Context: an optimization exercise on an open-source flow, tuned for small area. The choices shown serve that exercise and are no tape-out recipe. In this exercise RTL edits were held to simulation tests only and were not proved equivalent to the original. No activity file was given, so power comes from the tool's default toggle rates.

==> design.v <==
module sccb_target #(
  parameter logic [7:0] DEV_ADDR = 8'h60
) (
  input  logic       clk,
  input  logic       reset,
  input  logic       scl,
  input  logic       sda_in,
  output logic       sda,
  output logic       sda_oe,
  output logic       wr_stb,
  output logic [7:0] wr_addr,
  output logic [7:0] wr_data,
  output logic       busy
);
  typedef enum logic [2:0] {
    IDLE, DEV, DEV_ACK, SUB, WACK, WDAT, RDAT, RD_ACK
  } state_t;
  logic       scl_s1, scl_s2, scl_h, scl_h2;
  logic       sda_s1, sda_s2, sda_h, sda_h2;
  logic       scl_rise, scl_fall, bus_start, bus_stop;
  state_t     state, state_n;
  logic [8:0] shift, shift_n;
  logic [7:0] ptr, ptr_n;
  logic       sda_oe_n, busy_n, wr_stb_n;
  logic       reg_we, wr_vld;
  logic [7:0] rx_byte, rd_byte;
  logic       rx_last, tx_done;
  logic [127:0][7:0] bank0, bank1;
  logic [6:0] phase;
  logic [7:0] pend_addr, pend_data;
  logic [7:0] rbuf, ptr_inc;
  logic       commit, reading, at_ptr, after_ptr, rd_bank;
  logic [7:0] head0, head1;
  assign sda = 1'b0;
  assign rx_byte = {shift[6:0], sda_h};
  assign rx_last = shift[7];
  assign tx_done = (shift[7:0] == 8'h00);
  assign rd_byte = rbuf;
  assign scl_rise  = scl_h & ~scl_h2;
  assign scl_fall  = ~scl_h & scl_h2;
  assign bus_start = scl_h & scl_h2 & sda_h2 & ~sda_h;
  assign bus_stop  = scl_h & scl_h2 & ~sda_h2 & sda_h;
  always_ff @(posedge clk or posedge reset) begin
    if (reset) begin
      scl_s1 <= 1'b1;
      scl_s2 <= 1'b1;
      scl_h  <= 1'b1;
      scl_h2 <= 1'b1;
      sda_s1 <= 1'b1;
      sda_s2 <= 1'b1;
      sda_h  <= 1'b1;
      sda_h2 <= 1'b1;
    end else begin
      scl_s1 <= scl;
      scl_s2 <= scl_s1;
      scl_h  <= scl_s2;
      scl_h2 <= scl_h;
      sda_s1 <= sda_in;
      sda_s2 <= sda_s1;
      sda_h  <= sda_s2;
      sda_h2 <= sda_h;
    end
  end
  always_ff @(posedge clk or posedge reset) begin
    if (reset) begin
      state  <= IDLE;
      ptr    <= 8'h00;
      sda_oe <= 1'b0;
      busy   <= 1'b0;
      wr_stb <= 1'b0;
      wr_vld <= 1'b0;
    end else begin
      state  <= state_n;
      ptr    <= ptr_n;
      sda_oe <= sda_oe_n;
      busy   <= busy_n;
      wr_stb <= wr_stb_n;
      if (reg_we) wr_vld <= 1'b1;
    end
  end
  always_ff @(posedge clk) begin
    shift   <= shift_n;
  end
  assign wr_addr = wr_vld ? pend_addr : 8'h00;
  assign wr_data = wr_vld ? pend_data : 8'h00;
  assign ptr_inc   = ptr + 8'd1;
  assign reading   = (state == RDAT || state == RD_ACK);
  assign at_ptr    = (ptr[6:0] == phase);
  assign rd_bank   = reading ? ptr_inc[7] : ptr[7];
  assign commit = (pend_addr[6:0] == phase);
  assign head0  = (commit && !pend_addr[7]) ? pend_data : bank0[127];
  assign head1  = (commit &&  pend_addr[7]) ? pend_data : bank1[127];
  always_ff @(posedge clk) begin
    phase <= phase + 7'd1;
    bank0 <= {bank0[126:0], head0};
    bank1 <= {bank1[126:0], head1};
    if (reg_we) begin
      pend_addr <= ptr;
      pend_data <= rx_byte;
    end
    after_ptr <= at_ptr;
    if (reading ? after_ptr : at_ptr) rbuf <= rd_bank ? head1 : head0;
  end
  always_comb begin
    state_n   = state;
    shift_n   = shift;
    ptr_n     = ptr;
    sda_oe_n  = sda_oe;
    busy_n    = busy;
    wr_stb_n  = 1'b0;
    reg_we    = 1'b0;
    if (bus_start) begin
      state_n   = DEV;
      shift_n   = 9'h001;
      sda_oe_n  = 1'b0;
    end else if (bus_stop) begin
      state_n  = IDLE;
      sda_oe_n = 1'b0;
      busy_n   = 1'b0;
    end else begin
      case (state)
        DEV: if (scl_rise) begin
          shift_n   = {shift[7:0], sda_h};
          if (rx_last) begin
            if (rx_byte[7:1] == DEV_ADDR[7:1]) begin
              state_n = DEV_ACK;
              busy_n  = 1'b1;
            end else begin
              state_n = IDLE;
            end
          end
        end
        DEV_ACK: if (scl_fall) begin
          if (!sda_oe) begin
            sda_oe_n = 1'b1;
          end else if (shift[0]) begin   
            state_n   = RDAT;
            shift_n   = {rd_byte[6:0], 2'b10};
            sda_oe_n  = ~rd_byte[7];
          end else begin
            state_n   = SUB;
            sda_oe_n  = 1'b0;
            shift_n   = 9'h001;
          end
        end
        SUB: if (scl_rise) begin
          shift_n   = {shift[7:0], sda_h};
          if (rx_last) begin
            ptr_n     = rx_byte;
            state_n   = WACK;
          end
        end
        WACK: if (scl_fall) begin
          if (!sda_oe) begin
            sda_oe_n = 1'b1;
          end else begin
            state_n   = WDAT;
            sda_oe_n  = 1'b0;
            shift_n   = 9'h001;
          end
        end
        WDAT: if (scl_rise) begin
          shift_n   = {shift[7:0], sda_h};
          if (rx_last) begin
            reg_we    = 1'b1;
            wr_stb_n  = 1'b1;
            state_n   = WACK;
            ptr_n     = ptr_inc;
          end
        end
        RDAT: if (scl_fall) begin
          if (tx_done) begin
            sda_oe_n = 1'b0;
            state_n  = RD_ACK;
          end else begin
            sda_oe_n = ~shift[8];
            shift_n  = {shift[7:0], 1'b0};
          end
        end
        RD_ACK: if (scl_rise) begin
          if (!sda_h) begin
            state_n   = RDAT;
            ptr_n     = ptr_inc;
            shift_n   = {rbuf, 1'b1};
          end else begin
            state_n = IDLE;
          end
        end
        default: sda_oe_n = 1'b0;   
      endcase
    end
  end
endmodule
==> flow/run.sh <==
#!/bin/bash
# The standard layout (standard.sh, standard synthesis) with a leaner clock tree:
# CTS without dummy loads, small port buffers, and after global routing any leaf clock
# buffer whose flip-flop clock pins would see too much slew is upsized (fixclk.tcl).
# Each run's full output goes to a log file in the folder this runs in.
set -euo pipefail
here=$(pwd)
cts="-sink_clustering_enable -repair_clock_nets -dont_use_dummy_load"
cts="$cts -buf_list sky130_fd_sc_hd__clkbuf_8 -sink_clustering_size 22 -sink_clustering_max_diameter 50"
bash standard.sh finish \
  "CTS_ARGS=$cts" \
  "BUFFER_PORTS_ARGS=-buffer_cell sky130_fd_sc_hd__buf_1" \
  "POST_GLOBAL_ROUTE_TCL=$here/flow/fixclk.tcl" > "$here/standard.log" 2>&1
==> flow/fixclk.tcl <==
# Sourced by ORFS's global_route.tcl after global routing (POST_GLOBAL_ROUTE_TCL).
# Upsizes clock buffers whose loads would see too much slew, estimated from the global
# routes: first the buffers that drive other clock buffers, then those that drive
# flip-flops. Then it legalises, reroutes the changed nets and rewrites the route guides.
set fix_target 0.110
set fix_ladder {sky130_fd_sc_hd__clkbuf_1 sky130_fd_sc_hd__clkbuf_2 sky130_fd_sc_hd__clkbuf_4
  sky130_fd_sc_hd__clkbuf_8 sky130_fd_sc_hd__clkbuf_16}

proc fix_pin_slew {pin} {
  set w 0
  foreach e {rise fall} {
    foreach a {min max} {
      set s [get_property $pin slew_${a}_$e]
      if {$s > $w} { set w $s }
    }
  }
  return $w
}

# Upsize the clock tree buffers of one kind (leaf 1: driving anything but clock buffers)
# whose loads are over the target.
proc fix_pass {leaf} {
  global fix_target fix_ladder
  set n 0
  foreach inst [get_cells -quiet clkbuf_*] {
    set m [get_property $inst ref_name]
    set i [lsearch -exact $fix_ladder $m]
    if {$i < 0} { continue }
    set out [get_pins -of_objects $inst -filter "direction==output"]
    set loads [get_pins -quiet -of_objects [get_nets -of_objects $out] -filter "direction==input"]
    set to_ff 0
    set w 0
    foreach p $loads {
      if {[lsearch -exact $fix_ladder [get_property [get_cells -of_objects $p] ref_name]] < 0} { set to_ff 1 }
      set s [fix_pin_slew $p]
      if {$s > $w} { set w $s }
    }
    if {$to_ff != $leaf || $w <= $fix_target} { continue }
    set name [get_full_name $inst]
    if {$i == [llength $fix_ladder] - 1} {
      puts "fixclk: $name ($m) slew $w left as is"
      continue
    }
    set nm [lindex $fix_ladder [expr {$i + 1}]]
    puts "fixclk: $name $m -> $nm (slew $w)"
    replace_cell $inst $nm
    incr n
  }
  return $n
}

set_propagated_clock [all_clocks]
global_route -start_incremental
foreach leaf {0 1} {
  for {set it 0} {$it < 4} {incr it} {
    estimate_parasitics -global_routing
    set n [fix_pass $leaf]
    puts "fixclk: leaf $leaf pass $it upsized $n"
    if {$n == 0} { break }
  }
}
detailed_placement
check_placement -verbose
global_route -end_incremental
estimate_parasitics -global_routing
write_guides $::env(RESULTS_DIR)/route.guide
==> standard.sh <==
#!/bin/bash
# synth_recipe.tcl (not shown) runs the flow's synth.tcl, then flattens the netlist and writes it again
# the make line also repeats each setting of config.mk as NAME=value (left out here)
make -C /OpenROAD-flow-scripts/flow DESIGN_CONFIG=/design/flow/config.mk WORK_HOME=/design/flow/orfs CLKGATE_MAP_FILE= SYNTH_SCRIPT=/design/flow/synth_recipe.tcl "${@:-finish}"
==> config.mk <==
export PLATFORM = sky130hd
export DESIGN_NAME = sccb_target
export DESIGN_NICKNAME = sccb_target
export VERILOG_FILES = /design/flow/design.v
export SDC_FILE = /design/flow/constraint.sdc
export NUM_CORES = 4
export LEC_CHECK = 0
export CAP_MARGIN = 20
export CORE_MARGIN = 2
export CORE_UTILIZATION = 70
export PLACE_DENSITY = 0.8
export SLEW_MARGIN = 20
==> constraint.sdc <==
create_clock -name core_clock -period 10.0 [get_ports {clk}]
set_input_delay 2.0000 -clock core_clock [delete_from_list [all_inputs] [get_ports {clk}]]
set_output_delay 2.0000 -clock core_clock [all_outputs]
set_load 0.01 [all_outputs]
==> results of run 1 <==
-- synthesized netlist by cell type (all sizes together), types with 2 or more instances --
cell	n	area (µm²)
nor4	7	50.05
a311o	8	80.08
xor2	12	105.1
nor2	12	47.55
mux2i	2	20.02
a2111oi	16	190.2
nor2b	5	31.28
ha	2	25.02
a31oi	3	18.77
inv	15	56.30
nor3	12	60.06
clkbuf	14	52.55
a31o	2	17.52
o21ai	21	105.1
a311oi	2	17.52
or2	2	12.51
a21oi	37	185.2
edfxtp	24	720.7
and3	20	125.1
nand3	11	55.05
a222oi	7	70.07
dfstp	8	210.2
nand4	2	27.53
or3	3	18.77
and2	18	112.6
xnor2	8	70.07
or4	2	15.01
dfxtp	2065	41340
mux2	10	112.6
o22ai	3	18.77
nand2	22	85.09
dfrtp	15	375.4
buf	6	37.53
nand2b	5	31.28
-- stage by stage --
step           util [%]  instances  setup slack [ns]
2_1_floorplan         -       2414             6.988
3_3_place_gp      72.41       3264             6.756
3_5_place_dp      72.42       3264             6.665
4_1_cts           74.97       3381             6.028
-- power by group through the flow --
stage / registers (µW) / logic, µW / clock network [µW]
4_1_cts: 8520 / 110 / 3400
2_1_floorplan: 8670 / 78.7 / 0
3_3_place_gp: 8710 / 91.9 / 0
3_5_place_dp: 8710 / 101 / 0
-- worst min path at each step --
stage / from / end / slack (ns)
after floorplan: bank0[992] / bank0[1000] / 0.31
after global placement: bank1[921] / bank1[929] / 0.31
after detailed placement: bank0[231] / bank0[239] / 0.31
after CTS: bank0[335] / bank0[343] / 0.28
-- cells by family after synthesis --
logic type | Yosys count | share of synthesized area [%]
muxes | 12 | 0.2973
buffers and inverters | 35 | 0.3281
and+or+nand+nor | 123 | 1.545
AOI/OAI and AO/OA | 108 | 1.756
DFF | 2112 | 95.59
other | 1 | 0.008406
xor gates and xnor gates | 20 | 0.3927
adders and majority gates | 3 | 0.07852
==> impl_metrics.ini, run 1 <==
[status]
outcome = stopped before the end
stop_stage = global routing (5_1_grt)
firstError = Error: global_route.tcl, 121 can't read "fix_ladder": no such variable

[logic_synthesis]
ys_types = 58
ys.flop_type = dfxtp_1
seq_area_frac_synth_pct = 95.59
yosys_warnings = 1
synthCells = 2414
postSynthAreaPerCell_um2 = 18.48
syn-cell-area_mm2 = 0.04461
ys_ff_latch = 2112
synthArstFlopShare_pct = 1.089
synth-edff-count = 24
synth_fp_nets = 2420

[die]
die_x_um = 256.5
start_util_pct = 70.72
boundaryPins = 24
num_rows = 92
die_h_um = 256.5

[place]
port_buffers = 22
hpwl_um = 37420
post_dp_cell_area_mm2 = 0.04568
finalWeightedCongestion = 0.7916

[clock_network]
cts_resized = 0
clkSinkCount = 2112
clock_path_buffers = 3
cts_setup_buffers = 0
htreeDepth = 3
ctsRootBufferMaster = clkbuf_8
cts_buffers = 117
hold_buffers = 0

[global_routing]
grt_antenna_before_repair = 4
grt_max_degree = 24
==> run 2: changes to the inputs <==
--- a/flow/run.sh
+++ b/flow/run.sh
@@ -8,3 +8,3 @@
 cts="-sink_clustering_enable -repair_clock_nets -dont_use_dummy_load"
-cts="$cts -buf_list sky130_fd_sc_hd__clkbuf_8 -sink_clustering_size 22 -sink_clustering_max_diameter 50"
+cts="$cts -buf_list sky130_fd_sc_hd__clkbuf_8 -sink_clustering_size 22 -sink_clustering_max_diameter 50 -root_buf sky130_fd_sc_hd__clkbuf_16 -tree_buf sky130_fd_sc_hd__clkbuf_16"
 bash standard.sh finish \
==> run 2 against run 1 <==
  * Synthesized cell count did not move
  * The run again fails in global routing (5_1_grt)
  * Synthesized area did not move
==> impl_metrics.ini, run 2 <==
[logic_synthesis]
netlist.area_leader.share_pct = 92.67
synth_compound_area_share_pct = 1.756
synthAdderAreaFrac_pct = 0.07853
ys.flop_type = dfxtp_1
postSynthAreaPerCell_um2 = 18.48
synthArstFlopShare_pct = 1.089
synthCells = 2414
synthSimpleGateAreaFrac_pct = 1.545
synthTopCellsByCount = dfxtp_1 (2,065), a21oi_1 (37), edfxtp_1 (24)
synthMuxAreaShare_pct = 0.2973
ys_types = 58
yosys_warnings = 1
syn-cell-area_mm2 = 0.04461
synth-edff-count = 24
synth_area_leaders = dfxtp_1 (93%), edfxtp_1 (1.6%), dfrtp_1 (0.84%), dfstp_2 (0.47%), a21oi_1 (0.42%)
synthXorXnorAreaFrac_pct = 0.3927
synth_fp_nets = 2420
yosysMostFrequentCell = dfxtp_1
yosysTopAreaCell = dfxtp_1
synth_top_family_by_area = compound AO/OA/AOI/OAI gates
ys_ff_latch = 2112
seq_area_frac_synth_pct = 95.59

[die]
boundaryPins = 24
start_util_pct = 70.72
die_x_um = 256.5
num_rows = 92
die_h_um = 256.5

[clock_network]
cts_setup_buffers = 0
ctsRootBufferMaster = clkbuf_16
htreeDepth = 3
clkSinkCount = 2112
clock_path_buffers = 3
cts_buffers = 117
cts_resized = 0
hold_buffers = 0

[place]
finalWeightedCongestion = 0.7916
hpwl_um = 37420
port_buffers = 22

[status]
outcome = stopped before the end
stop_stage = global routing (5_1_grt)
firstError = Error: global_route.tcl, 121 can't read "fix_ladder": no such variable

[global_routing]
grt_antenna_before_repair = 3
grt_max_degree = 24
-- run 2: cell counts after synthesis --
Identical to the previous run, type by type.
-- run 2: stage by stage --
step                worst slack, ns  util [%]  cells  area [µm²]  power [µW]
floorplan                     6.988         -   2414       44610        8749
CTS                           6.146     75.13   3381       47390       12170
detailed placement            6.665     72.42   3264       45680        8810
global placement              6.756     72.41   3264       45680        8800
-- run 2: cell families after synthesis --
| group | Yosys count |
|---|---|
| mux | 12 |
| xor+xnor | 20 |
| flops | 2112 |
| compound gates | 108 |
| fa+ha+maj | 3 |
| simple gates | 123 |
| buf+inv | 35 |
| other cells | 1 |
-- run 2: power groups by stage --
stage,logic [µW],clock network (µW),registers [µW]
2_1_floorplan,78.7,0,8670
3_3_place_gp,91.9,0,8710
3_5_place_dp,101,0,8710
4_1_cts,110,3540,8520
-- run 2: how the worst min path moves through the flow --
stage                       end
CTS                  bank0[690]
detailed placement   bank0[239]
global placement     bank1[929]
floorplan           bank0[1000]
==> run 3: changes to the inputs <==
--- a/flow/fixclk.tcl
+++ b/flow/fixclk.tcl
@@ -4,4 +4,4 @@
 # flip-flops. Then it legalises, reroutes the changed nets and rewrites the route guides.
-set fix_target 0.110
-set fix_ladder {sky130_fd_sc_hd__clkbuf_1 sky130_fd_sc_hd__clkbuf_2 sky130_fd_sc_hd__clkbuf_4
+set ::fix_target 0.110
+set ::fix_ladder {sky130_fd_sc_hd__clkbuf_1 sky130_fd_sc_hd__clkbuf_2 sky130_fd_sc_hd__clkbuf_4
   sky130_fd_sc_hd__clkbuf_8 sky130_fd_sc_hd__clkbuf_16}
==> run 3 against run 2 <==
  * The run now finishes clean
  * Synthesized area is the same
  * Synthesized cell count is the same
==> impl_metrics.ini, run 3 <==
[status]
outcome = timing/DRC/antenna clean

[power_and_ir_drop]
power_leakage_uw = 0.01934
peakVddDrop_uv = 234.5
power_uw = 13220
p_per_area_mw_per_mm2 = 273.1

[die]
die_x_um = 256.5
start_util_pct = 70.72
boundaryPins = 24
num_rows = 92
core_mm2 = 0.06308
die-area_mm2 = 0.06577
die_h_um = 256.5

[sta]
min_period_over_period_pct = 38.52
period_needed_ns = 3.852
tightest_slew_ns = 1.356
finalMaxSlewViolations = 0
fin_tns_setup_ns = 0
relSlewSlack_pct = 8.905
final.setup_skew_ns = 0.1196
fmaxAchievable_ghz = 0.2596
hold_violations = 0
finalSetupViolCount = 0

[logic_synthesis]
synth_area_leaders = dfxtp_1 (93%), edfxtp_1 (1.6%), dfrtp_1 (0.84%), dfstp_2 (0.47%), a21oi_1 (0.42%)
synthAdderAreaFrac_pct = 0.07853
synthMuxAreaShare_pct = 0.2973
syn-cell-area_mm2 = 0.04461
ys_types = 58
synth_compound_area_share_pct = 1.756
postSynthAreaPerCell_um2 = 18.48
synthXorXnorAreaFrac_pct = 0.3927
yosys_warnings = 1
synthTopCellsByCount = dfxtp_1 (2,065), a21oi_1 (37), edfxtp_1 (24)
synth_fp_nets = 2420
ys.flop_type = dfxtp_1
synthCells = 2414
yosysMostFrequentCell = dfxtp_1
synth_top_family_by_area = compound AO/OA/AOI/OAI gates
seq_area_frac_synth_pct = 95.59
netlist.area_leader.share_pct = 92.67
synth-edff-count = 24
ys_ff_latch = 2112
synthArstFlopShare_pct = 1.089
yosysTopAreaCell = dfxtp_1
synthSimpleGateAreaFrac_pct = 1.545

[critical_path]
slowest_stage = edfxtp_1
slowest_delay_ns = 0.79
path_cells = and2_1 -> buf_1
worstPathArrival_ns = 1.85
r2r_setup_slack_ns = 6.37
worst-path-max-fanout = 20
cp-start-kind = flip-flop
critPathRequiredTime_ns = 8.00
crit_path_end_kind = output pin
crit_type = reg2out

[place]
port_buffers = 22
post_dp_cell_area_mm2 = 0.04568
hpwl_um = 37420
finalWeightedCongestion = 0.7916

[clock_network]
ctsRootBufferMaster = clkbuf_16
htreeDepth = 3
cts_tree = yes
clock_path_buffers = 3
cts_resized = 0
cts_buffers = 117
hold_buffers = 0
path_clk_slew_ns = 0.09
clk_latency_ns = 0.70
clkSinkCount = 2112
cts_setup_buffers = 0

[finish]
design_area_mm2 = 0.04840
area_delta_synth_final_pct = 8.490
multi_input_area_mm2 = 0.001829
fin_nets = 2543
seq_area_mm2 = 0.04265
drive_gt1_share_pct = 5.799
post-route-util_pct = 76.73
fill_cells = 3019
reg_top3 = bank0: 1024 flops, bank1: 1024 flops, shift: 9 flops
final_cell_mix = dfxtp_1 (2,065), clkbuf_16 (96), a21oi_1 (36)
layout_commonest_cell = dfxtp_1

[job]
timing.max_cap.violations = 0

[route]
drt_pass1_iterations = 9
ant_nets = 0
vias = 17150
drtIter0Drc = 1437
wire_per_inst_um = 26.12
drc_errors = 0
wirelength_um = 88510
via_per_inst = 5.059

[hold_path]
hold_path_class = reg2reg

[global_routing]
gr-total-overflow = 0
grt_max_degree = 24
grt_pass1_vias = 17750
grt_antenna_before_repair = 3
grt_pass1_wl_um = 110300
grt_use_total_pct = 22.37
-- run 3: cell counts after synthesis --
Identical to the previous run, type by type.
-- run 3: critical path, delay by kind of cell (launching register included) --
kind	cells	cell delay, ns
and+or+nand+nor	1	0.29
buffers and inverters	1	0.17
DFF	1	0.79
-- run 3: routing by layer --
metal	share of wire (%)	GRT usage, %
met1	40	29.89
met2	50	37.47
met3	6.0	3.826
met4	4.3	7.784
met5	0	0
-- run 3: through the flow --
step / hold slack, ns / setup WS, ns / cells
2_1_floorplan: 0.3096 / 6.988 / 2414
3_3_place_gp: 0.3096 / 6.756 / 3264
3_5_place_dp: 0.3121 / 6.665 / 3264
4_1_cts: 0.2936 / 6.146 / 3381
6_report: 0.2795 / 6.148 / 3389
-- run 3: kinds of logic (layout without fill, tap and decap cells) --
logic type / count (synthesis) / in the layout
DFF: 2112 / 2112
and+or+nand+nor: 123 / 123
AOI/OAI and AO/OA: 108 / 108
buffers and inverters: 35 / 156
xor gates and xnor gates: 20 / 20
muxes: 12 / 12
adders and majority gates: 3 / 3
other: 1 / 9
-- run 3: layout make-up --
cell class | count | share of cell area [%]
antenna | 8 | 0.04136
sequential | 2112 | 88.11
clock buffer | 117 | 5.561
inverter | 15 | 0.1163
timing repair buffer | 24 | 0.2016
multi-input combinational | 267 | 3.780
tap | 846 | 2.187
-- run 3: final timing paths --
kind,startpoint,endpoint,depth (start not counted)
setup / recovery,pend_addr[7],wr_addr[7],2
hold / removal,bank0[182],bank0[190],0
setup reg to reg,state[2],rbuf[4],5
hold reg to reg,bank0[182],bank0[190],0
max in group asynchronous,reset,ptr[4],2
min in group asynchronous,reset,busy,2
-- run 3: power breakdown --
group | leakage [µW] | switching [µW] | internal, µW
logic | 0.000761 | 106 | 43.1
registers | 0.0172 | 77.2 | 8450
clock network | 0.00133 | 2640 | 1900
total | 0.0193 | 2820 | 10400
==> run 4: changes to the inputs <==
--- a/flow/run.sh
+++ b/flow/run.sh
@@ -8,3 +8,3 @@
 cts="-sink_clustering_enable -repair_clock_nets -dont_use_dummy_load"
-cts="$cts -buf_list sky130_fd_sc_hd__clkbuf_8 -sink_clustering_size 22 -sink_clustering_max_diameter 50 -root_buf sky130_fd_sc_hd__clkbuf_16 -tree_buf sky130_fd_sc_hd__clkbuf_16"
+cts="$cts -buf_list sky130_fd_sc_hd__clkbuf_8 -sink_clustering_size 22 -sink_clustering_max_diameter 50"
 bash standard.sh finish \
==> run 4 against run 3 <==
  * Critical endpoint unchanged
  * Maximum frequency down 0.65%
  * Global-route usage down 0.59 points
  * Still clean on timing, DRC and antenna
  * Count of clock-buffer cells in the layout is the same
==> impl_metrics.ini, run 4 <==
[status]
outcome = timing/DRC/antenna clean

[logic_synthesis]
synth_area_leaders = dfxtp_1 (93%), edfxtp_1 (1.6%), dfrtp_1 (0.84%), dfstp_2 (0.47%), a21oi_1 (0.42%)
synthArstFlopShare_pct = 1.089
synth-edff-count = 24
synthTopCellsByCount = dfxtp_1 (2,065), a21oi_1 (37), edfxtp_1 (24)
ys.flop_type = dfxtp_1
yosys_warnings = 1
netlist.area_leader.share_pct = 92.67
postSynthAreaPerCell_um2 = 18.48
yosysTopAreaCell = dfxtp_1
seq_area_frac_synth_pct = 95.59
synthCells = 2414
syn-cell-area_mm2 = 0.04461
ys_types = 58
ys_ff_latch = 2112
synth_fp_nets = 2420
yosysMostFrequentCell = dfxtp_1

[critical_path]
worstPathArrival_ns = 1.88
cp-start-kind = flip-flop
crit_end = wr_addr[7]
crit_path_end_kind = output pin
critPathRequiredTime_ns = 8.00
ff2ff_path_depth = 5
worstReg2RegStart = state[2]
crit_type = reg2out
worstReg2RegEnd = rbuf[4]
crit_start = pend_addr[7]
worst-path-max-fanout = 20
r2r_setup_slack_ns = 6.32

[finish]
post-route-util_pct = 76.73
design_area_mm2 = 0.04840
drive_gt1_share_pct = 5.799
fin_nets = 2543
fill_cells = 3015
reg_top3 = bank0: 1024 flops, bank1: 1024 flops, shift: 9 flops
layout_commonest_cell = dfxtp_1
final_cell_mix = dfxtp_1 (2,065), clkbuf_16 (96), a21oi_1 (36)
area_delta_synth_final_pct = 8.501

[route]
vias = 17240
via_per_inst = 5.084
drc_errors = 0
wire_per_inst_um = 25.88
wirelength_um = 87750
ant_nets = 0
drt_pass1_iterations = 7
drtIter0Drc = 1560

[sta]
fin_tns_setup_ns = 0
period_needed_ns = 3.877
layout_setup_ws_ns = 6.123
relSlewSlack_pct = 4.909
fin_hold_ws_ns = 0.2754
tightest_slew_ns = 1.413
final.setup_skew_ns = 0.1242
hold_violations = 0
min_period_over_period_pct = 38.77
finalSetupViolCount = 0
fmaxAchievable_ghz = 0.2579
finalMaxSlewViolations = 0

[die]
die_h_um = 256.5
num_rows = 92
boundaryPins = 24
die-area_mm2 = 0.06577
core_mm2 = 0.06308
start_util_pct = 70.72
die_x_um = 256.5

[clock_network]
path_clk_slew_ns = 0.10
hold_buffers = 0
htreeDepth = 3
clk_latency_ns = 0.69
ctsRootBufferMaster = clkbuf_8
cts_buffers = 117
cts_resized = 0
cts_setup_buffers = 0
cts_tree = yes
clock_path_buffers = 3
clkSinkCount = 2112

[place]
place_ws_ns = 6.665
port_buffers = 22
finalWeightedCongestion = 0.7916
post_dp_cell_area_mm2 = 0.04568
hpwl_um = 37420

[hold_path]
hold_path_class = reg2reg

[power_and_ir_drop]
power_leakage_uw = 0.01934
peakVddDrop_uv = 203.3
p_per_area_mw_per_mm2 = 272.4

[global_routing]
grt_use_total_pct = 21.78
gr-total-overflow = 0
grt_max_degree = 24
grt_antenna_before_repair = 4
grt_pass1_vias = 17590
grt_pass1_wl_um = 108300

[job]
timing.max_cap.violations = 0
==> run 4: critical path, stage by stage, from the launching register on <==
cell and delay [ns]:
edfxtp_1 0.82, and2_1 0.29, buf_1 0.18
==> run 4: where the power goes <==
part	leakage (µW)	internal (µW)	switching, µW
logic	0.000761	43.0	96.8
clock network	0.00133	1900	2620
registers	0.0172	8450	75.5
total	0.0193	10400	2790
==> run 4: through the flow <==
stage                     instances  total power [µW]
after floorplan                2414              8749
after global placement         3264              8800
after detailed placement       3264              8810
after CTS                      3381             12030
final                          3391             13190
==> run 4: cell type report <==
class	instances	area, µm²	share of cell area, %
diodes	10	25.02	0.05170
clock buffers	117	2691	5.560
inverters	15	56.30	0.1163
multi-input cells	267	1829	3.779
flip-flops and latches	2112	42650	88.10
well taps	846	1059	2.187
repair buffers	24	97.59	0.2016
==> run 4: worst min path at each step <==
stage / slack [ns] / to / depth (start not counted) / start
floorplan: 0.31 / bank0[1000] / 0 / bank0[992]
global placement: 0.31 / bank1[929] / 0 / bank1[921]
detailed placement: 0.31 / bank0[239] / 0 / bank0[231]
CTS: 0.28 / bank0[343] / 0 / bank0[335]
finish: 0.28 / bank0[1012] / 0 / bank0[1004]
==> run 4: logic make-up after synthesis <==
family                   after synthesis  share of synthesized area, %
AO/OA/AOI/OAI                        108                         1.756
XOR/XNOR                              20                        0.3927
adder cells (fa/ha/maj)                3                       0.07852
buffers and inverters                 35                        0.3281
flip-flops                          2112                         95.59
multiplexers                          12                        0.2973
other                                  1                      0.008406
AND/OR/NAND/NOR                      123                         1.545
==> run 4: routing by layer <==
metal	share of wire [%]	GRT usage (%)
met5	0	0
met1	40	29.99
met2	50	36.04
met3	5.8	3.648
met4	3.6	6.621
==> run 5: changes to the inputs <==
--- a/flow/run.sh
+++ b/flow/run.sh
@@ -8,3 +8,3 @@
 cts="-sink_clustering_enable -repair_clock_nets -dont_use_dummy_load"
-cts="$cts -buf_list sky130_fd_sc_hd__clkbuf_8 -sink_clustering_size 22 -sink_clustering_max_diameter 50"
+cts="$cts -buf_list sky130_fd_sc_hd__clkbuf_8 -sink_clustering_size 18 -sink_clustering_max_diameter 45"
 bash standard.sh finish \
==> run 5 against run 4 <==
  * Synthesized area unchanged
  * Register-to-register slack hardly changed
  * Cell area up 0.83%
  * Sequential share of layout area down 0.73 points
  * Synthesized cell count stayed put
  * Count of clock-buffer cells in the layout increased by 23
  * Non-clock buffer count increased by 1
  * Largest power group unchanged
  * Highest routed layer unchanged
==> impl_metrics.ini, run 5 <==
[critical_path]
ff2ff_path_depth = 5
critPathRequiredTime_ns = 8.00
worst-path-max-fanout = 20
crit_path_end_kind = output pin
crit_type = reg2out
cp-start-kind = flip-flop
r2r_setup_slack_ns = 6.31
worstReg2RegEnd = rbuf[4]
worstReg2RegStart = state[2]
worstPathArrival_ns = 1.87

[clock_network]
cts_tree = yes
cts_buffers = 140
htreeDepth = 4
clkSinkCount = 2112
cts_setup_buffers = 0
hold_buffers = 0
cts_resized = 0
clk_latency_ns = 0.74
ctsRootBufferMaster = clkbuf_8
clock_path_buffers = 3
path_clk_slew_ns = 0.12

[logic_synthesis]
synth_area_leaders = dfxtp_1 (93%), edfxtp_1 (1.6%), dfrtp_1 (0.84%), dfstp_2 (0.47%), a21oi_1 (0.42%)
ys_types = 58
synth_fp_nets = 2420
yosys_warnings = 1
postSynthAreaPerCell_um2 = 18.48
synth-edff-count = 24
ys.flop_type = dfxtp_1
synthTopCellsByCount = dfxtp_1 (2,065), a21oi_1 (37), edfxtp_1 (24)
ys_ff_latch = 2112
yosysTopAreaCell = dfxtp_1
synthCells = 2414
yosysMostFrequentCell = dfxtp_1
seq_area_frac_synth_pct = 95.59
syn-cell-area_mm2 = 0.04461
synthArstFlopShare_pct = 1.089
netlist.area_leader.share_pct = 92.67

[place]
port_buffers = 22
hpwl_um = 37420
finalWeightedCongestion = 0.7916
post_dp_cell_area_mm2 = 0.04568

[hold_path]
hp-start = bank0[704]
hold_depth = 0
hold_path_class = reg2reg
holdPathEnd = bank0[712]

[sta]
min_period_over_period_pct = 38.67
period_needed_ns = 3.867
fmaxAchievable_ghz = 0.2586
hold_violations = 0
fin_hold_ws_ns = 0.2737
finalSetupViolCount = 0
fin_tns_setup_ns = 0
final.setup_skew_ns = 0.1174
tightest_slew_ns = 1.365
finalMaxSlewViolations = 0
relSlewSlack_pct = 8.321

[finish]
fin_nets = 2567
design_area_mm2 = 0.04881
drive_gt1_share_pct = 6.682
reg_top3 = bank0: 1024 flops, bank1: 1024 flops, shift: 9 flops
layout_commonest_cell = dfxtp_1
fill_cells = 2945
area_delta_synth_final_pct = 9.401
final_cell_mix = dfxtp_1 (2,065), clkbuf_16 (102), clkbuf_8 (38)

[job]
timing.max_cap.violations = 0

[die]
start_util_pct = 70.72
num_rows = 92
die-area_mm2 = 0.06577
die_h_um = 256.5
boundaryPins = 24
core_mm2 = 0.06308
die_x_um = 256.5

[power_and_ir_drop]
peakVddDrop_uv = 186.2
power_leakage_uw = 0.01955
power_uw = 13650
p_per_area_mw_per_mm2 = 279.6

[global_routing]
grt_pass1_wl_um = 109800
grt_use_total_pct = 22.44
gr-total-overflow = 0
grt_max_degree = 24
grt_antenna_before_repair = 6
grt_pass1_vias = 17900

[route]
drc_errors = 0
ant_nets = 0
via_per_inst = 5.183
drtIter0Drc = 1615
vias = 17710
wirelength_um = 93060
wire_per_inst_um = 27.24
drt_pass1_iterations = 6

[status]
outcome = timing/DRC/antenna clean
run 5: cell counts after synthesis:
No cell type changed its count.
run 5: worst max-delay path by stage:
stage	startpoint	to	slack, ns
2_1_floorplan	pend_addr[7]	wr_addr[7]	6.99
3_3_place_gp	phase[3]	rbuf[4]	6.76
3_5_place_dp	state[2]	rbuf[4]	6.67
4_1_cts	pend_addr[7]	wr_addr[7]	5.96
6_report	pend_addr[7]	wr_addr[7]	6.13
run 5: layout make-up:
type	count	area [µm²]	area share, %
antenna	11	27.53	0.05640
clock buffer	140	3075	6.301
inverter	15	56.30	0.1154
multi-input combinational	267	1829	3.748
sequential	2112	42650	87.38
tap	846	1059	2.169
timing repair buffer	25	112.6	0.2307
run 5: stage by stage:
step                      std cells  setup slack [ns]  utilization, %
after floorplan                2414             6.988               -
after global placement         3264             6.756           72.41
after detailed placement       3264             6.665           72.42
after CTS                      3404             5.965           75.47
final                          3416             6.133           77.37
run 5: critical path, stage by stage (launching register included):
cell and delay [ns]:
edfxtp_1 0.78, and2_1 0.28, buf_1 0.17
run 5: cell families (layout without fill, tap and decap cells):
family	count (synthesis)	in the layout	share of synthesized area (%)
adders and majority gates	3	3	0.07852
AOI/OAI and AO/OA	108	108	1.756
and+or+nand+nor	123	123	1.545
xor gates and xnor gates	20	20	0.3927
other	1	12	0.008406
DFF	2112	2112	95.59
buffers and inverters	35	180	0.3281
muxes	12	12	0.2973
run 5: layer usage:
metal  wire length [µm]  share of wire [%]  GRT usage [%]  up-vias
met5                  0                  0              0        -
met4               4241                4.6          8.188        0
met3               5464                5.9          4.191      307
met2              46450                 50          36.89      744
met1              36900                 40          30.23     8784
li1                   -                  -              -     7870
run 5: where the power goes:
group          total, µW  internal, µW  switching, µW
Combinational        141          43.6           97.0
Clock               4980          2160           2820
Sequential          8530          8450           76.1
Total              13600         10700           2990
==> run 6: changes to the inputs <==
--- a/flow/fixclk.tcl
+++ b/flow/fixclk.tcl
@@ -4,3 +4,3 @@
 # flip-flops. Then it legalises, reroutes the changed nets and rewrites the route guides.
-set ::fix_target 0.110
+set ::fix_target 0.120
 set ::fix_ladder {sky130_fd_sc_hd__clkbuf_1 sky130_fd_sc_hd__clkbuf_2 sky130_fd_sc_hd__clkbuf_4
--- a/config.mk
+++ b/config.mk
@@ -7,2 +7,3 @@
 export LEC_CHECK = 0
+export ABC_AREA = 1
 export CAP_MARGIN = 20
==> run 6 against run 5 <==
  * Count of clock-buffer cells in the layout increased by 1
  * Maximum frequency increased by 7.6%
  * Critical endpoint is now wr_data[5]
  * Synthesized cell count increased by 6.1%
  * Setup slack improved by 0.27 ns
  * Non-clock buffer count decreased by 3
  * Total power decreased by 9.0%
  * Still clean
  * Utilization decreased by 1.5 points
  * Critical path type unchanged
  * Clock skew decreased by 0.046 ns
  * Global-route usage decreased by 4.9 points
==> impl_metrics.ini, run 6 <==
[status]
outcome = timing/DRC/antenna clean

[critical_path]
crit_path_end_kind = output pin
ff2ff_path_depth = 9
worstReg2RegStart = sda_h
cp-start-kind = flip-flop
worstReg2RegEnd = ptr[5]
critPathRequiredTime_ns = 8.00
worst-path-max-fanout = 17
slowest_stage = dfrtp_1
slowest_delay_ns = 0.62
crit_type = reg2out
worstPathArrival_ns = 1.59
path_cells = nand2_1 -> inv_1 -> buf_1
r2r_setup_slack_ns = 7.31

[logic_synthesis]
ys_types = 36
synth_fp_nets = 2567
synth-edff-count = 24
synthTopCellsByCount = dfxtp_1 (2,065), nand2_1 (153), inv_1 (86)
netlist.area_leader.share_pct = 92.26
yosysMostFrequentCell = dfxtp_1
yosys_warnings = 1
seq_area_frac_synth_pct = 95.18
synthArstFlopShare_pct = 1.089
yosysTopAreaCell = dfxtp_1
ys.flop_type = dfxtp_1
synthCells = 2561
synth_area_leaders = dfxtp_1 (92%), edfxtp_1 (1.6%), nand2_1 (1.3%), dfrtp_1 (0.84%), inv_1 (0.72%)
ys_ff_latch = 2112
syn-cell-area_mm2 = 0.04481
postSynthAreaPerCell_um2 = 17.50

[place]
place_ws_ns = 7.081
finalWeightedCongestion = 0.8206
port_buffers = 22
hpwl_um = 31640
post_dp_cell_area_mm2 = 0.04585
placedCellCount = 3415

[global_routing]
grt_antenna_before_repair = 2
grt_pass1_wl_um = 90090
grt_pass1_vias = 16870
gr-total-overflow = 0
grt_use_total_pct = 17.56
grt_max_degree = 24

[finish]
design_area_mm2 = 0.04792
area_delta_synth_final_pct = 6.951
layout_commonest_cell = dfxtp_1
post-route-util_pct = 75.83
fin_cells = 3557
reg_top3 = bank0: 1024 flops, bank1: 1024 flops, shift: 9 flops
drive_gt1_share_pct = 6.273
final_cell_mix = dfxtp_1 (2,065), nand2_1 (153), clkbuf_8 (130)
fin_nets = 2718
fill_cells = 3195

[clock_network]
cts_setup_buffers = 0
clk_latency_ns = 0.68
clock_path_buffers = 3
hold_buffers = 0
cts_tree = yes
ctsRootBufferMaster = clkbuf_8
cts_resized = 0
path_clk_slew_ns = 0.10
htreeDepth = 4
clkSinkCount = 2112
cts_buffers = 141

[job]
timing.max_cap.violations = 0

[route]
ant_nets = 0
vias = 16160
drt_pass1_iterations = 5
wire_per_inst_um = 16.98
via_per_inst = 4.542
wirelength_um = 60400
drtIter0Drc = 707
drc_errors = 0

[die]
die_x_um = 257.0
boundaryPins = 24
num_rows = 92
start_util_pct = 70.90
die-area_mm2 = 0.06605
die_h_um = 257.0
core_mm2 = 0.06320

[sta]
min_period_over_period_pct = 35.94
finalSetupViolCount = 0
layout_setup_ws_ns = 6.406
hold_violations = 0
fin_tns_setup_ns = 0
relSlewSlack_pct = 43.14
tightest_slew_ns = 0.8520
period_needed_ns = 3.594
finalMaxSlewViolations = 0
final.setup_skew_ns = 0.07119
fmaxAchievable_ghz = 0.2782

[hold_path]
holdPathEnd = bank1[633]
hold_path_class = reg2reg
hp-start = bank1[625]
hold_depth = 0

[power_and_ir_drop]
peakVddDrop_uv = 164.9
p_per_area_mw_per_mm2 = 259.1
power_leakage_uw = 0.01946
-- run 6: cells by family after synthesis --
| kind of cell | synth area share, % |
|---|---|
| flops | 95.18 |
| other cells | 0.008370 |
| simple gates | 2.996 |
| buf+inv | 0.9634 |
| compound gates | 0.4245 |
| xor+xnor | 0.3714 |
| fa+ha+maj | 0.05584 |
-- run 6: area by class of cell --
| class | count | area, µm² | share of cell area [%] |
|---|---|---|---|
| diodes | 1 | 2.502 | 0.005222 |
| clock buffers | 141 | 2064 | 4.308 |
| inverters | 90 | 337.8 | 0.7050 |
| multi-input cells | 345 | 1728 | 3.606 |
| flip-flops and latches | 2112 | 42650 | 88.99 |
| well taps | 846 | 1059 | 2.209 |
| repair buffers | 22 | 82.58 | 0.1723 |
-- run 6: routing by layer --
layer / share of wire, % / GRT usage [%] / up-vias
met1: 44 / 24.42 / 7665
met2: 49 / 27.07 / 289
met3: 3.9 / 3.674 / 136
li1: - / - / 8065
met5: 0 / 0 / -
met4: 2.8 / 7.687 / 0
-- run 6: critical path: cells and delay by family (launching register included) --
family	cells	cell delay, ns
buf+inv	2	0.23
simple gates	1	0.10
flops	1	0.62
-- run 6: worst max path at each step --
stage | from | to | slack [ns] | cells after the start
2_1_floorplan | wr_vld | wr_addr[5] | 7.04 | 4
3_3_place_gp | wr_vld | wr_addr[2] | 7.10 | 3
3_5_place_dp | wr_vld | wr_data[6] | 7.08 | 3
4_1_cts | wr_vld | wr_data[6] | 6.18 | 3
6_report | wr_vld | wr_data[5] | 6.41 | 3
-- run 6: power breakdown --
| group | leakage (µW) | switching (µW) | internal (µW) |
|---|---|---|---|
| combinational | 0.00119 | 127 | 66.9 |
| clock | 0.00107 | 2330 | 1370 |
| sequential | 0.0172 | 52.7 | 8470 |
-- run 6: stage by stage --
stage               total power, µW  hold slack [ns]
detailed placement             8900           0.3121
CTS                           12330           0.2805
global placement               8895           0.3112
finish                        12420           0.2938
floorplan                      8842           0.3096
==> run 7: changes to the inputs <==
--- a/flow/fixclk.tcl
+++ b/flow/fixclk.tcl
@@ -3,3 +3,4 @@
 # routes: first the buffers that drive other clock buffers, then those that drive
-# flip-flops. Then it legalises, reroutes the changed nets and rewrites the route guides.
+# flip-flops. Then it legalises, reroutes the changed nets, checks again, and rewrites the
+# route guides.
 set ::fix_target 0.120
@@ -52,14 +53,21 @@
 set_propagated_clock [all_clocks]
-global_route -start_incremental
-foreach leaf {0 1} {
-  for {set it 0} {$it < 4} {incr it} {
-    estimate_parasitics -global_routing
-    set n [fix_pass $leaf]
-    puts "fixclk: leaf $leaf pass $it upsized $n"
-    if {$n == 0} { break }
+# The reroute after legalising can change other clock nets, so check again until a round
+# changes nothing.
+for {set round 0} {$round < 4} {incr round} {
+  set changed 0
+  global_route -start_incremental
+  foreach leaf {0 1} {
+    for {set it 0} {$it < 4} {incr it} {
+      estimate_parasitics -global_routing
+      set n [fix_pass $leaf]
+      puts "fixclk: round $round leaf $leaf pass $it upsized $n"
+      incr changed $n
+      if {$n == 0} { break }
+    }
   }
+  detailed_placement
+  global_route -end_incremental
+  if {$changed == 0} { break }
 }
-detailed_placement
 check_placement -verbose
-global_route -end_incremental
 estimate_parasitics -global_routing
==> run 7 against run 6 <==
  * Routed wire length increased by 6.4%
  * Cell area up 0.40%
  * Sequential share of layout area is 0.36 points lower
  * Via count up 1.2%
  * Synthesized area is the same
  * Global-route usage unchanged
  * Die area is the same
  * Count of clock-buffer cells in the layout unchanged
  * Total power increased by 1.8%
  * Critical endpoint unchanged
  * Highest routed layer unchanged
==> impl_metrics.ini, run 7 <==
[route]
wire_per_inst_um = 18.06
ant_nets = 0
highest_layer = met4
drt_pass1_iterations = 5
drc_errors = 0
wl_met1_um = 27270
wl_met2_um = 32860
via_per_inst = 4.593
drtIter0Drc = 824
wirelength_um = 64250
vias = 16340
wl_met3_um = 2377

[critical_path]
crit_end = wr_data[5]
slowest_stage = dfrtp_1
ff2ff_path_depth = 9
path_cells = nand2_1 -> inv_1 -> buf_1
cp-start-kind = flip-flop
slowest_delay_ns = 0.62
worstPathArrival_ns = 1.61
crit_type = reg2out
worst-path-max-fanout = 17
crit_path_end_kind = output pin
worstReg2RegStart = sda_h
worstReg2RegEnd = ptr[5]
r2r_setup_slack_ns = 7.27
critPathRequiredTime_ns = 8.00
crit_start = wr_vld

[finish]
seq_area_mm2 = 0.04265
reg_top3 = bank0: 1024 flops, bank1: 1024 flops, shift: 9 flops
layout_commonest_cell = dfxtp_1
area_delta_synth_final_pct = 7.383
design_area_mm2 = 0.04811
final_cell_mix = dfxtp_1 (2,065), nand2_1 (153), clkbuf_8 (113)
fill_cells = 3173
drive_gt1_share_pct = 6.273
multi_input_area_mm2 = 0.001728
fin_nets = 2718

[sta]
relSlewSlack_pct = 43.13
tightest_slew_ns = 0.8520
min_period_over_period_pct = 36.08
hold_violations = 0
period_needed_ns = 3.608
finalSetupViolCount = 0
finalMaxSlewViolations = 0
fin_hold_ws_ns = 0.2872
final.setup_skew_ns = 0.07211
fmaxAchievable_ghz = 0.2771
fin_tns_setup_ns = 0

[logic_synthesis]
seq_area_frac_synth_pct = 95.18
ys_types = 36
ys.flop_type = dfxtp_1
postSynthAreaPerCell_um2 = 17.50
synthArstFlopShare_pct = 1.089
synth-edff-count = 24
synthCells = 2561
synth_fp_nets = 2567
syn-cell-area_mm2 = 0.04481
ys_ff_latch = 2112
synthTopCellsByCount = dfxtp_1 (2,065), nand2_1 (153), inv_1 (86)
yosys_warnings = 1
yosysMostFrequentCell = dfxtp_1
synth_area_leaders = dfxtp_1 (92%), edfxtp_1 (1.6%), nand2_1 (1.3%), dfrtp_1 (0.84%), inv_1 (0.72%)
netlist.area_leader.share_pct = 92.26
yosysTopAreaCell = dfxtp_1

[die]
boundaryPins = 24
die-area_mm2 = 0.06605
core_mm2 = 0.06320
die_x_um = 257.0
start_util_pct = 70.90
num_rows = 92
die_h_um = 257.0

[place]
hpwl_um = 31640
finalWeightedCongestion = 0.8206
post_dp_cell_area_mm2 = 0.04585
port_buffers = 22

[clock_network]
cts_tree = yes
path_clk_slew_ns = 0.10
clk_latency_ns = 0.69
ctsRootBufferMaster = clkbuf_8
clock_path_buffers = 3
clkSinkCount = 2112
cts_resized = 0
hold_buffers = 0
htreeDepth = 4
cts_buffers = 141
cts_setup_buffers = 0

[global_routing]
grt_antenna_before_repair = 2
grt_max_degree = 24
grt_use_total_pct = 17.56
grt_pass1_vias = 16870
grt_pass1_wl_um = 90090
gr-total-overflow = 0

[power_and_ir_drop]
power_leakage_uw = 0.01954
peakVddDrop_uv = 170.5
p_per_area_mw_per_mm2 = 262.9

[hold_path]
hold_path_class = reg2reg
hold_depth = 0

[status]
outcome = timing/DRC/antenna clean

[job]
timing.max_cap.violations = 0
[run 7: cell counts after synthesis]
No cell type changed its count.
[run 7: layout make-up]
type / instances / share of cell area, %
Multi-Input combinational cell: 345 / 3.591
Sequential cell: 2112 / 88.64
Antenna cell: 2 / 0.01040
Timing Repair Buffer: 22 / 0.1716
Clock buffer: 141 / 4.689
Tap cell: 846 / 2.200
Inverter: 90 / 0.7021
[run 7: metal layers]
metal / up-vias / track usage [%]
li1: 8070 / -
met1: 7839 / 24.42
met2: 309 / 27.07
met3: 124 / 3.674
met4: 0 / 7.687
met5: - / 0
[run 7: worst min-delay path by stage]
stage / start / to
after floorplan: bank0[992] / bank0[1000]
after global placement: bank0[591] / bank0[599]
after detailed placement: bank0[116] / bank0[124]
after CTS: bank0[933] / bank0[941]
final: bank1[749] / bank1[757]
[run 7: cell families (layout without fill, tap and decap cells)]
family	count (synthesis)	in the layout	share of synthesized area, %
xor gates and xnor gates	19	19	0.3714
and+or+nand+nor	292	292	2.996
buffers and inverters	104	253	0.9634
DFF	2112	2112	95.18
adders and majority gates	2	2	0.05584
AOI/OAI and AO/OA	31	31	0.4245
other	1	3	0.008370
[run 7: where the power goes]
part           total, µW  switching (µW)  leakage, µW  internal (µW)
clock network       3930            2410      0.00116           1520
logic                195             128      0.00119           66.9
registers           8520            53.3       0.0172           8470
total              12600            2590       0.0195          10100
[run 7: worst max-delay path, delay by kind of cell, from the launching register on]
family / cells / cell delay [ns]
buf+inv: 2 / 0.23
simple gates: 1 / 0.10
flops: 1 / 0.62
[run 7: through the flow]
stage | instances | power, µW | util [%] | worst slack, ns
CTS | 3556 | 12330 | 75.63 | 6.185
finish | 3558 | 12650 | 76.13 | 6.392
floorplan | 2561 | 8842 | - | 7.039
global placement | 3415 | 8895 | 72.56 | 7.096
detailed placement | 3415 | 8900 | 72.56 | 7.081
==> run 8: changes to the inputs <==
--- a/flow/run.sh
+++ b/flow/run.sh
@@ -8,3 +8,3 @@
 cts="-sink_clustering_enable -repair_clock_nets -dont_use_dummy_load"
-cts="$cts -buf_list sky130_fd_sc_hd__clkbuf_8 -sink_clustering_size 18 -sink_clustering_max_diameter 45"
+cts="$cts -buf_list sky130_fd_sc_hd__clkbuf_8 -sink_clustering_size 16 -sink_clustering_max_diameter 40"
 bash standard.sh finish \
==> run 8 against run 7 <==
  * Still clean
  * Synthesized cell count unchanged
  * Setup slack lost 0.0073 ns
  * Sequential power is essentially flat
  * Worst hold slack better by 0.0025 ns
  * Total power is essentially flat
  * Non-clock buffer count is the same
  * Routed wire length decreased by 7.0%
  * Clock power about the same
  * Utilization grew 0.15 points
  * Count of clock-buffer cells in the layout up 21
  * Critical path type unchanged
  * Highest routed layer unchanged
==> impl_metrics.ini, run 8 <==
[status]
outcome = timing/DRC/antenna clean

[route]
drtIter0Drc = 668
wirelength_um = 59730
wl_met3_um = 2099
vias = 16270
wl_met2_um = 29000
ant_nets = 0
via_per_inst = 4.549
wl_met1_um = 26990
drt_pass1_iterations = 5
wire_per_inst_um = 16.70
drc_errors = 0
highest_layer = met4

[finish]
design_area_mm2 = 0.04821
fin_nets = 2739
final_cell_mix = dfxtp_1 (2,065), nand2_1 (153), clkbuf_8 (151)
num_antenna_cells = 0
reg_top3 = bank0: 1024 flops, bank1: 1024 flops, shift: 9 flops
layout_commonest_cell = dfxtp_1
multi_input_area_mm2 = 0.001728
area_delta_synth_final_pct = 7.590
fin_cells = 3577
seq_area_mm2 = 0.04265
drive_gt1_share_pct = 6.994
fill_cells = 3154

[critical_path]
crit_type = reg2out
critPathRequiredTime_ns = 8.00
crit_path_end_kind = output pin
worstPathArrival_ns = 1.62
worst-path-max-fanout = 17
cp-start-kind = flip-flop

[power_and_ir_drop]
power_uw = 12640
peakVddDrop_uv = 176.0
p_per_area_mw_per_mm2 = 262.2
power_leakage_uw = 0.01961

[logic_synthesis]
postSynthAreaPerCell_um2 = 17.50
seq_area_frac_synth_pct = 95.18
yosysTopAreaCell = dfxtp_1
netlist.area_leader.share_pct = 92.26
synthArstFlopShare_pct = 1.089
synth_fp_nets = 2567
ys_ff_latch = 2112
syn-cell-area_mm2 = 0.04481
synth-edff-count = 24
synthCells = 2561
yosysMostFrequentCell = dfxtp_1
synthTopCellsByCount = dfxtp_1 (2,065), nand2_1 (153), inv_1 (86)
ys.flop_type = dfxtp_1
ys_types = 36
synth_area_leaders = dfxtp_1 (92%), edfxtp_1 (1.6%), nand2_1 (1.3%), dfrtp_1 (0.84%), inv_1 (0.72%)
yosys_warnings = 1

[sta]
final.setup_skew_ns = 0.07990
finalMaxSlewViolations = 0
relSlewSlack_pct = 42.09
period_needed_ns = 3.616
finalSetupViolCount = 0
fin_tns_setup_ns = 0
fmaxAchievable_ghz = 0.2766
hold_violations = 0
min_period_over_period_pct = 36.16
tightest_slew_ns = 0.8677

[global_routing]
grt_antenna_before_repair = 1
grt_pass1_vias = 17530
grt_use_total_pct = 18.49
grt_max_degree = 24
grt_pass1_wl_um = 94990
gr-total-overflow = 0

[clock_network]
clkSinkCount = 2112
clk_latency_ns = 0.69
cts_buffers = 162
ctsRootBufferMaster = clkbuf_8
htreeDepth = 4
cts_tree = yes
path_clk_slew_ns = 0.09
cts_setup_buffers = 0
clock_path_buffers = 3
cts_resized = 0
hold_buffers = 0

[die]
boundaryPins = 24
die_x_um = 257.0
start_util_pct = 70.90
core_mm2 = 0.06320
num_rows = 92
die-area_mm2 = 0.06605
die_h_um = 257.0

[place]
finalWeightedCongestion = 0.8206
placedCellCount = 3415
hpwl_um = 31640
post_dp_cell_area_mm2 = 0.04585
port_buffers = 22

[job]
timing.max_cap.violations = 0

[hold_path]
hold_path_class = reg2reg
[run 8: area by class of cell]
class                      count  share of cell area (%)
sequential                  2112                   88.47
clock buffer                 162                   4.882
multi-input combinational    345                   3.584
tap                          846                   2.196
inverter                      90                  0.7008
timing repair buffer          22                  0.1713
[run 8: worst max-delay path, stage by stage, from the launching register on]
cell and delay [ns]:
dfrtp_1 0.61, nand2_1 0.11, inv_1 0.07, buf_1 0.15
[run 8: through the flow]
stage               setup WS (ns)  util, %  hold WS, ns
global placement            7.096    72.56       0.3112
floorplan                   7.039        -       0.3096
CTS                         6.226    76.09       0.2912
detailed placement          7.081    72.56       0.3121
finish                      6.384    76.28       0.2896
[run 8: power breakdown]
group | total [µW] | internal, µW | switching (µW)
Sequential | 8520 | 8460 | 53.6
Combinational | 196 | 66.9 | 129
Clock | 3930 | 1550 | 2370
[run 8: cells by family after synthesis]
| logic type | synth area share, % |
|---|---|
| compound gates | 0.4245 |
| xor+xnor | 0.3714 |
| fa+ha+maj | 0.05584 |
| buf+inv | 0.9634 |
| flops | 95.18 |
| other cells | 0.008370 |
| simple gates | 2.996 |
[run 8: metal layers]
metal | global-route usage [%] | up-vias
met4 | 7.574 | 0
met3 | 3.467 | 143
met5 | 0 | -
met1 | 25.38 | 7741
met2 | 29.44 | 282
li1 | - | 8107
[run 8: final timing paths]
path | start | end | slack (ns) | cells past startpoint
worst max-delay path | wr_vld | wr_data[6] | 6.38 | 3
worst min-delay path | bank0[103] | bank0[111] | 0.29 | 0
worst max register to register | sda_h | ptr[5] | 7.30 | 9
worst min register to register | bank0[103] | bank0[111] | 0.29 | 0
max in group asynchronous | reset | sda_oe | 7.93 | 2
min in group asynchronous | reset | ptr[1] | 1.47 | 2
==> run 9: changes to the inputs <==
==> flow/run.sh (replaced) <==
#!/bin/bash
# The standard layout (standard.sh) with an area-oriented logic mapping and a leaner
# clock tree:
# - synthesis is the standard flow's own script with ABC's default area mapping (synth_area.tcl);
# - CTS without dummy loads, clustered onto clkbuf_8 leaf buffers;
# - small port buffers;
# - after global routing, clock buffers whose loads would see too much slew are upsized
#   (fixclk.tcl).
# Each run's full output goes to a log file in the folder this runs in.
set -euo pipefail
here=$(pwd)
export FLOW_WORK=$here
cts="-sink_clustering_enable -repair_clock_nets -dont_use_dummy_load"
cts="$cts -buf_list sky130_fd_sc_hd__clkbuf_8 -sink_clustering_size 18 -sink_clustering_max_diameter 45"
bash standard.sh finish \
  "SYNTH_SCRIPT=$here/flow/synth_area.tcl" \
  "CTS_ARGS=$cts" \
  "BUFFER_PORTS_ARGS=-buffer_cell sky130_fd_sc_hd__buf_1" \
  "POST_GLOBAL_ROUTE_TCL=$here/flow/fixclk.tcl" > "$here/standard.log" 2>&1
==> flow/synth_area.tcl (new file) <==
# The standard flow's synthesis script (synth_recipe.tcl, which runs ORFS's synth.tcl) with one change:
# ABC maps the logic with Yosys's default (area-oriented) script instead of ORFS's
# delay-oriented one, as the design has several ns of setup slack. Flip-flops are mapped
# before ABC runs, so the registers, their names and cells are those of the standard synthesis.
proc abc {args} {
  set keep {}
  for {set i 0} {$i < [llength $args]} {incr i} {
    set a [lindex $args $i]
    if {$a eq "-script" || $a eq "-constr"} { incr i; continue }
    lappend keep $a
  }
  yosys abc {*}$keep
}
source $::env(FLOW_WORK)/synth_recipe.tcl
--- a/config.mk
+++ b/config.mk
@@ -7,3 +7,2 @@
 export LEC_CHECK = 0
-export ABC_AREA = 1
 export CAP_MARGIN = 20
==> run 9 against run 8 <==
  * Synthesized area decreased by 1.4%
  * Via count decreased by 6.8%
  * Register-to-register slack improved by 0.10 ns
  * Worst hold slack got worse by 0.034 ns
  * Clock power decreased by 5.6%
  * Utilization decreased by 0.60 points
  * Clock skew decreased by 0.0013 ns
  * Critical endpoint is now wr_addr[1]
==> impl_metrics.ini, run 9 <==
[status]
outcome = timing/DRC/antenna clean

[sta]
relSlewSlack_pct = 28.52
final.setup_skew_ns = 0.07864
fin_tns_setup_ns = 0
fin_hold_ws_ns = 0.2559
finalSetupViolCount = 0
hold_violations = 0
period_needed_ns = 3.534
finalMaxSlewViolations = 0
min_period_over_period_pct = 35.34
fmaxAchievable_ghz = 0.2830
tightest_slew_ns = 1.070

[route]
drtIter0Drc = 670
via_per_inst = 4.524
ant_nets = 0
vias = 15170
wirelength_um = 54280
wire_per_inst_um = 16.18
drt_pass1_iterations = 6
drc_errors = 0

[die]
num_rows = 92
start_util_pct = 70.43
boundaryPins = 24
die_x_um = 255.2
die_h_um = 255.2
core_mm2 = 0.06274
die-area_mm2 = 0.06515

[logic_synthesis]
seq_area_frac_synth_pct = 96.51
ys.flop_type = dfxtp_1
synth-edff-count = 24
yosysMostFrequentCell = dfxtp_1
ys_ff_latch = 2112
yosys_warnings = 1
postSynthAreaPerCell_um2 = 18.86
synth_area_leaders = dfxtp_1 (94%), edfxtp_1 (1.6%), dfrtp_1 (0.85%), mux2_1 (0.64%), dfstp_2 (0.48%)
synthArstFlopShare_pct = 1.089
syn-cell-area_mm2 = 0.04419
ys_types = 46
synth_fp_nets = 2349
netlist.area_leader.share_pct = 93.56
synthTopCellsByCount = dfxtp_1 (2,065), mux2_1 (25), edfxtp_1 (24), nor2_1 (24), nand2_1 (22)
synthCells = 2343
yosysTopAreaCell = dfxtp_1

[critical_path]
crit_end = wr_addr[1]
critPathRequiredTime_ns = 8.00
worst-path-max-fanout = 17
cp_num_buf_inv = 1
crit_start = wr_vld
worstPathArrival_ns = 1.53
worstReg2RegEnd = rbuf[0]
path_cells = and2_0 -> buf_1
slowest_delay_ns = 0.55
worstReg2RegStart = ptr[2]
r2r_setup_slack_ns = 7.40
worst-path-stages = 2
crit_path_end_kind = output pin
path_delay_family = flip-flops
ff2ff_path_depth = 5
crit_type = reg2out
cp-start-kind = flip-flop
slowest_stage = dfrtp_1

[global_routing]
grt_pass1_wl_um = 84970
grt_use_total_pct = 17.15
grt_pass1_vias = 16050
grt_antenna_before_repair = 3
grt_max_degree = 24
gr-total-overflow = 0

[power_and_ir_drop]
peakVddDrop_uv = 170.5
power_leakage_uw = 0.01891
p_per_area_mw_per_mm2 = 257.1

[clock_network]
cts_resized = 0
clk_latency_ns = 0.68
hold_buffers = 0
cts_setup_buffers = 0
path_clk_slew_ns = 0.10
cts_tree = yes
ctsRootBufferMaster = clkbuf_8
htreeDepth = 4
clkSinkCount = 2112
clock_path_buffers = 3
cts_buffers = 141

[finish]
area_delta_synth_final_pct = 7.456
reg_top3 = bank0: 1024 flops, bank1: 1024 flops, shift: 9 flops
layout_commonest_cell = dfxtp_1
drive_gt1_share_pct = 6.103
fin_nets = 2515
post-route-util_pct = 75.68
final_cell_mix = dfxtp_1 (2,065), clkbuf_8 (124), mux2_1 (25)

[place]
hpwl_um = 29140
finalWeightedCongestion = 0.8085
port_buffers = 22

[hold_path]
hold_path_class = reg2reg

[job]
timing.max_cap.violations = 0
==> run 9: cell types whose count changed in the layout (fill, tap and decap cells not counted), moves of 7 or more <==
cell	previous run	this run
and2_1	17	0
a21oi_1	3	12
mux2_1	0	25
nand4_1	21	4
nor2_1	44	24
a31oi_1	0	7
and2_0	0	17
nand3_1	34	13
clkbuf_8	151	124
nand2_1	153	22
inv_1	86	0
==> run 9: report_power, final <==
part           switching (µW)  internal [µW]
clock network            2280           1430
logic                    29.4           16.5
registers                20.6           8430
==> run 9: area by class of cell <==
type / count / area, µm²
flip-flops and latches: 2112 / 42650
diodes: 1 / 2.502
inverters: 6 / 22.52
fillers: 3281 / 15250
well taps: 846 / 1059
repair buffers: 24 / 97.59
multi-input cells: 224 / 1521
clock buffers: 141 / 2132
==> run 9: routing by layer <==
metal / track usage, % / vias up / part of all wire, %
li1: - / 7595 / -
met2: 27.02 / 226 / 47
met4: 7.419 / 0 / 2.6
met5: 0 / - / 0
met3: 3.539 / 104 / 3.8
met1: 23.43 / 7248 / 47
==> run 9: through the flow <==
stage	power (µW)	area (µm²)	setup slack [ns]	std cells
2_1_floorplan	8671	44190	7.305	2343
3_3_place_gp	8691	45330	7.168	3212
3_5_place_dp	8692	45350	7.119	3212
4_1_cts	12130	47290	6.272	3353
6_report	12210	47480	6.466	3354
==> run 9: worst reg2reg max path, stage by stage, from the launching register on <==
cell and delay [ns]:
dfrtp_1 0.55, and4_1 0.32, nand4_1 0.14, xnor2_1 0.18
mux2i_1 0.79, mux2_1 0.39
==> run 9: how the worst min path moves through the flow <==
stage | from | endpoint | slack [ns] | depth (start not counted)
after floorplan | bank0[992] | bank0[1000] | 0.31 | 0
after global placement | bank0[435] | bank0[443] | 0.31 | 0
after detailed placement | bank0[215] | bank0[223] | 0.31 | 0
after CTS | bank1[19] | bank1[27] | 0.25 | 0
final | bank1[19] | bank1[27] | 0.26 | 0
==> run 9: logic make-up after synthesis <==
family | share of synthesized area, %
compound gates | 0.9288
xor+xnor | 0.4361
fa+ha+maj | 0.05662
buf+inv | 0.06796
flops | 96.51
mux | 0.7051
other cells | 0.008487
simple gates | 1.283

-- afterwards: timing with drivers on the ports --
No port has a modelled driver above. Below, the same layouts with a new extraction and two added sets of constraints. Step 1 (the two cells are an assumption about what drives the block):
set clk [get_ports {clk}]
set_driving_cell -lib_cell sky130_fd_sc_hd__clkbuf_16 $clk
set_driving_cell -lib_cell sky130_fd_sc_hd__buf_2 [delete_from_list [all_inputs] $clk]
Step 2, shift: input delay + t, output delay - t, t = (earliest + latest rising clock arrival at the registers) / 2. This alone moves slack from input paths to output paths. Three values: ideal, step 1, step 2; two values: the first two.
run | t (ns) | slack for setup (ns) | hold slack, ns | worst setup path at the end | cell pins on the clock port's net
run 3 | 0.711 | 6.148 / 6.082 / 6.366 | 0.280 / 0.280 / 0.280 | register to register | 1
run 4 | 0.706 | 6.123 / 6.055 / 6.323 | 0.275 / 0.275 / 0.275 | register to register | 1
run 5 | 0.767 | 6.133 / 6.060 / 6.306 | 0.274 / 0.274 / 0.274 | register to register | 1
run 6 | 0.719 | 6.406 / 6.337 / 7.055 | 0.294 / 0.294 / 0.294 | register to output | 1
run 7 | 0.733 | 6.392 / 6.320 / 7.053 | 0.287 / 0.287 / 0.287 | register to output | 1
run 8 | 0.713 | 6.384 / 6.326 / 7.038 | 0.290 / 0.290 / 0.290 | register to output | 1
run 9 | 0.721 | 6.466 / 6.397 / 7.118 | 0.256 / 0.256 / 0.256 | register to output | 1
After both steps setup and hold are still met in every run listed.
